Background: an optimization exercise with open tools, aiming at small area, a short achievable clock period and few clock cycles per item. Do not read the settings as production practice. Function was checked by simulation only, so behaviour that the tests miss may differ from the original. Power figures rest on the tool's default switching activity, not on a simulated workload.

`config.mk`:
```
export PLATFORM = sky130hd
export DESIGN_NAME = act_stream_unit
export DESIGN_NICKNAME = act_stream_unit
export VERILOG_FILES = /design/flow/design.v
export SDC_FILE = /design/flow/constraint.sdc
export NUM_CORES = 4
export LEC_CHECK = 0
export CAP_MARGIN = 20
export CORE_MARGIN = 2
export CORE_UTILIZATION = 30
export SLEW_MARGIN = 20
```
`constraint.sdc`:
```
create_clock -name core_clock -period 7.5 [get_ports {clk}]
set_input_delay 1.5000 -clock core_clock [delete_from_list [all_inputs] [get_ports {clk}]]
set_output_delay 1.5000 -clock core_clock [all_outputs]
set_load 0.01 [all_outputs]
```
`design.v`:
```
package act_pkg;
  localparam int LANE_W = 32;
  typedef enum logic [1:0] {
    ACT_BYPASS = 2'b00,
    ACT_RELU   = 2'b01,
    ACT_LEAKY  = 2'b10,
    ACT_CLIP   = 2'b11
  } act_mode_e;
  function automatic logic is_zero(input logic [LANE_W-1:0] x);
    is_zero = (x[LANE_W-2:0] == '0);
  endfunction
endpackage
module act_lane
#(
  parameter int SHW = 5
) (
  input  logic [act_pkg::LANE_W-1:0] x,
  input  act_pkg::act_mode_e         mode,
  input  logic [SHW-1:0]    shift,
  input  logic [act_pkg::LANE_W-1:0] clip,
  output logic [act_pkg::LANE_W-1:0] y,
  output logic              zero
);
  logic              sgn;
  logic [act_pkg::LANE_W-2:0] mag;
  logic [act_pkg::LANE_W-2:0] shifted;
  always_comb begin
    sgn     = x[act_pkg::LANE_W-1];
    mag     = x[act_pkg::LANE_W-2:0];
    shifted = mag >> shift;
    y       = x;
    case (mode)
      act_pkg::ACT_BYPASS: y = x;
      act_pkg::ACT_RELU:   y = sgn ? '0 : x;
      act_pkg::ACT_LEAKY: begin
        if (sgn) y = (shifted == '0) ? '0 : {1'b1, shifted};
      end
      act_pkg::ACT_CLIP: begin
        if (sgn)                          y = '0;
        else if (mag > clip[act_pkg::LANE_W-2:0])  y = clip;
      end
      default:    y = x;
    endcase
    zero = act_pkg::is_zero(y);
  end
endmodule
module act_stream_unit
#(
  parameter int LANES = 6,
  parameter int BEATS = 6,
  parameter int SHW   = 5,
  localparam int ZCW  = $clog2(LANES*BEATS+1),
  localparam int CW   = $clog2(BEATS)
) (
  input  logic                    clk,
  input  logic                    rst_n,
  input  logic [1:0]              mode_i,
  input  logic [SHW-1:0]          shift_i,
  input  logic [act_pkg::LANE_W-1:0]       clip_i,
  input  logic                    in_valid,
  output logic                    in_ready,
  input  logic [LANES*act_pkg::LANE_W-1:0] in_data,
  output logic                    out_valid,
  input  logic                    out_ready,
  output logic [LANES*act_pkg::LANE_W-1:0] out_data,
  output logic                    out_last,
  output logic [ZCW-1:0]          out_zero_cnt
);
  localparam logic [CW-1:0] LAST_BEAT = CW'(BEATS-1);
  logic [CW-1:0]           beat_cnt;
  act_pkg::act_mode_e               mode_q;
  logic [SHW-1:0]          shift_q;
  logic [act_pkg::LANE_W-1:0]       clip_q;
  logic                    v1;
  logic                    last1;
  logic [LANES*act_pkg::LANE_W-1:0] d1;
  logic                    v2;
  logic [ZCW-1:0]          acc;
  logic                    rdy1, rdy2, accept, load2;
  logic [LANES*act_pkg::LANE_W-1:0] y_all;
  logic [LANES-1:0]        zero_v;
  logic [ZCW-1:0]          beat_zeros;
  assign rdy2      = !v2 || out_ready;
  assign rdy1      = !v1 || rdy2;
  assign in_ready  = rdy1;
  assign accept    = in_valid && in_ready;
  assign load2     = v1 && rdy2;
  assign out_valid = v2;
  for (genvar g = 0; g < LANES; g++) begin : g_lane
    act_lane #(.SHW(SHW)) u_lane (
      .x     (d1[g*act_pkg::LANE_W +: act_pkg::LANE_W]),
      .mode  (mode_q),
      .shift (shift_q),
      .clip  (clip_q),
      .y     (y_all[g*act_pkg::LANE_W +: act_pkg::LANE_W]),
      .zero  (zero_v[g])
    );
  end
  always_comb begin
    beat_zeros = '0;
    for (int i = 0; i < LANES; i++) beat_zeros = beat_zeros + ZCW'(zero_v[i]);
  end
  always_ff @(posedge clk or negedge rst_n) begin
    if (!rst_n) begin
      beat_cnt     <= '0;
      mode_q       <= act_pkg::ACT_BYPASS;
      shift_q      <= '0;
      clip_q       <= '0;
      v1           <= 1'b0;
      last1        <= 1'b0;
      d1           <= '0;
      v2           <= 1'b0;
      acc          <= '0;
      out_data     <= '0;
      out_last     <= 1'b0;
      out_zero_cnt <= '0;
    end else begin
      if (accept) begin
        beat_cnt <= (beat_cnt == LAST_BEAT) ? '0 : beat_cnt + 1'b1;
        d1       <= in_data;
        last1    <= (beat_cnt == LAST_BEAT);
        if (beat_cnt == '0) begin
          mode_q  <= act_pkg::act_mode_e'(mode_i);
          shift_q <= shift_i;
          clip_q  <= clip_i;
        end
      end
      if (rdy1) v1 <= in_valid;
      if (rdy2) begin
        v2       <= v1;
        out_last <= v1 && last1;
      end
      if (load2) begin
        out_data <= y_all;
        if (last1) begin
          out_zero_cnt <= acc + beat_zeros;
          acc          <= '0;
        end else begin
          out_zero_cnt <= '0;
          acc          <= acc + beat_zeros;
        end
      end
    end
  end
endmodule
```
`run.sh`:
```
#!/bin/bash
# synth_recipe.tcl (not shown) runs the flow's synth.tcl, then flattens the netlist and writes it again
# the make line also repeats each setting of config.mk as NAME=value (left out here)
make -C /OpenROAD-flow-scripts/flow DESIGN_CONFIG=/design/flow/config.mk WORK_HOME=/design/flow/orfs CLKGATE_MAP_FILE= SYNTH_SCRIPT=/design/flow/synth_recipe.tcl finish
```
==> summary.txt <==
Status -> complete, no violations
Max-slew violations -> 0
Initial drt markers -> 7152
Placeable Area -> 0.122 mm^2
Worst r2r src -> d1[28]
Post-synthesis cell count -> 4521
Antenna Nets Post-Route -> 0
Vias in the first global route -> 39200
CTS sink count -> 442
Synth Net Count -> 4949
CP endpoint kind -> flip-flop
Die area -> 0.125 mm^2
Area delta synth->final -> 27.9%
Clock Tree Root -> clkbuf_16
Final worst path period share -> 0.966
Final setup viols -> 0
Worst Setup SP -> d1[28]
Clock slew at reported path FFs -> 0.06 ns
Max-slew headroom -> 0.193
Max cap viols -> 0
Min Tclk post-route -> 7.25 ns
H-tree levels -> 2
Setup repair after global routing missed its margin -> false
Io pins -> 436
Crit-path max cell delay -> 0.56 ns
Routed vias -> 42300
Req. time, crit path -> 8.06 ns
Fin Setup TNS -> 0 ns
CP delay by family, top -> simple AND/OR/NAND/NOR gates
Antenna violations before repair -> 27
Register Area -> 0.0111 mm^2
Fin worst setup slack -> 0.254 ns
Clock buffer depth -> 3
Most frequent cells in the layout -> 1214 x nand2_1, 437 x dfrtp_1, 434 x clkdlybuf4s50_1
Fill cell count -> 12700
HPWL after DPL -> 195000 um
Number of synthesized flops with an enable pin -> 0
Worst path cell trace -> ha_1, nand4_1, nor4_2, buf_4, nor2b_1, nand2_1, a21oi_2, nor2_1, buf_4, a21oi_1, o211ai_1, or4b_1, or4_1, nor4_4, buf_4, fa_1, fa_1, inv_1, fa_1, fa_1, buf_4, xor2_1, nor2_1, a22o_1
Type of origin of the critical path -> flip-flop
Netlist cell types -> 93
Yosys Warn Count -> 2
CP arrival -> 7.80 ns
Synth Flop Type -> dfrtp_1
Layout cells sized above 1 -> 0.152
Worst IR Drop VDD -> 0.000235 V
Multi-input logic area -> 0.0241 mm^2
Levels on crit path -> 24
Die Height -> 354 um
Flops & latches, synth -> 442
Most common cell after layout, fill and taps aside -> nand2_1
Routed length per placed instance -> 37.0 um
Worst Hold Class -> reg2reg
Clk_skew -> 0.0427 ns
R2r worst-path depth -> 24
Synthesized area per cell -> 8.13 um^2
Nets@finish -> 5522
Starting Density -> 0.302
# hold bufs at CTS -> 0
Total Routing Usage GR -> 0.387
Synth Cell Area -> 0.0368 mm^2
First-pass GRT wire length -> 338000 um
WP buf/inv -> 5
Reg-to-reg endpoint -> out_zero_cnt[2]
Worst setup endpoint -> out_zero_cnt[2]
Hold Fails Final Rpt -> 0
DRT Wirelength -> 251000 um
CTS tree -> yes
Pwr Density -> 521 mW/mm^2
Crit path max fanout -> 14
Num CTS Buffers -> 54
Crit path max-delay cell type -> or4b_1
Critical path class -> reg2reg
Worst reg2reg setup slack -> 0.25 ns
Pin count of the biggest net entering global routing -> 204
Drt pass-1 iters -> 8
Worst slack, placed -> 0.152 ns
Worst skew pair latency -> 0.70 ns
Via density -> 6.25
Routability Congestion -> 1.11
Fmax achieved -> 138 MHz
Final Core Density -> 0.386
Row count -> 128
Residual DRC count -> 0
Post-synthesis async set-or-reset flop share -> 1.00
Slew @ Worst Pin -> 1.20 ns
Die X -> 354 um
P_leak -> 20.6 nW
IO Port Bufs -> 435
Seq/Total Area, Yosys -> 0.301
Total grt overflow -> 0
## worst min path at each step
| stage | from | end | cells past startpoint |
|---|---|---|---|
| 2_1_floorplan | acc[1] | acc[1] | 2 |
| 3_3_place_gp | out_data[86] | out_data[86] | 2 |
| 3_5_place_dp | out_zero_cnt[5] | out_zero_cnt[5] | 2 |
| 4_1_cts | out_data[86] | out_data[86] | 2 |
| 5_1_grt | out_data[68] | out_data[68] | 2 |
| 6_report | out_data[86] | out_data[86] | 2 |
## timing repair
item | CTS | global route
setup endpoints to repair | 0 | 8
setup buffers | 0 | 5
resized for setup | 0 | 8
## synth_stat cells (all sizes together) (49+ instances only)
master  count  share of area
ha        189          0.064
buf       109          0.017
nor2      304          0.031
nor3       72         0.0099
inv        69         0.0070
mux4      130          0.080
clkbuf    211          0.022
mux2       99          0.030
dfrtp     442           0.30
o21ai     323          0.044
nand2    1215           0.12
a21o       49          0.010
nand3      68         0.0093
mux2i     175          0.048
a21oi     282          0.038
nand4      67          0.011
## worst register-to-register path: stages (launching register included)
cell	delay, ns
dfrtp_1	0.46
ha_1	0.34
nand4_1	0.29
nor4_2	0.37
buf_4	0.15
nor2b_1	0.20
nand2_1	0.13
a21oi_2	0.26
nor2_1	0.13
buf_4	0.23
a21oi_1	0.20
o211ai_1	0.17
or4b_1	0.56
or4_1	0.47
nor4_4	0.44
buf_4	0.19
fa_1	0.43
fa_1	0.55
inv_1	0.06
fa_1	0.46
fa_1	0.41
buf_4	0.15
xor2_1	0.17
nor2_1	0.06
a22o_1	0.20
## state kept, by name, summed over array words and instances (netlist names), 2 cells and up
register,cells
clip_q,32
beat_cnt,3
shift_q,5
acc,6
out_data,192
out_zero_cnt,6
d1,192
mode_q,2
## metrics by stage
stage               cells  area, um^2  total power, mW  hold slack, ns
finish               6769       47000             24.5           0.467
global route         6762       47000             25.1           0.486
CTS                  6756       46900             23.6           0.474
detailed placement   6657       45100             20.7           0.457
global placement     6656       45000             20.8           0.454
floorplan            4521       36800             12.1           0.455
## power breakdown
| group | internal [mW] | total [mW] | switching [mW] | leakage, nW |
|---|---|---|---|---|
| combinational | 6.06 | 17.6 | 11.5 | 14.2 |
| sequential | 3.09 | 4.09 | 1.00 | 5.47 |
| clock | 1.62 | 2.83 | 1.21 | 0.904 |
| total | 10.8 | 24.5 | 13.7 | 20.6 |
## layer usage
metal | GRT usage | part of all wire | up-vias
li1 | - | - | 17700
met1 | 0.545 | 0.42 | 20900
met2 | 0.507 | 0.38 | 3132
met3 | 0.150 | 0.14 | 562
met4 | 0.193 | 0.061 | 18
met5 | 0 | 0.00049 | -
## logic make-up (layout without fill, tap and decap cells)
group,count (synthesis),count (layout),synth area share
compound gates,1163,1163,0.206
fa+ha+maj,196,196,0.0673
xor+xnor,5,5,0.00119
mux,404,404,0.158
simple gates,1917,1917,0.221
other cells,0,7,0
buf+inv,394,1010,0.0457
flops,442,442,0.301
## final cells by class
class,count,share of cell area
Multi-Input combinational cell,3685,0.513
Sequential cell,442,0.236
Timing Repair Buffer,837,0.162
Tap cell,1625,0.0432
Clock buffer,72,0.0328
Clock inverter,27,0.00660
Inverter,74,0.00615
Antenna cell,7,0.000372
Testbench counts, summed over its fixed seeds: cycles 4,816, beats 4,800.

## static timing again, ports no longer ideal
No port has a modelled driver above. Below, the same layout with a new extraction and two added sets of constraints. Step 1 assumes that a clkbuf_16 drives the clock port and a buf_2 every other input. Step 2 times the ports against the registers' clock, not the clock port: input delays grow and output delays shrink by t, the midpoint of the rising clock arrivals with the driver on. a / b / c = no drivers / after step 1 / after step 2; a / b = the first two.
shift t [ns]: 0.750
setup slack, ns: 0.254 / 0.254 / 0.254
slew at the worst register clock pin (ns): 0.08 / 0.08
After both steps this run still meets setup and hold. For this run, drivers alone change the setup slack by 0.000 ns; drivers and shift together by 0.000 ns.
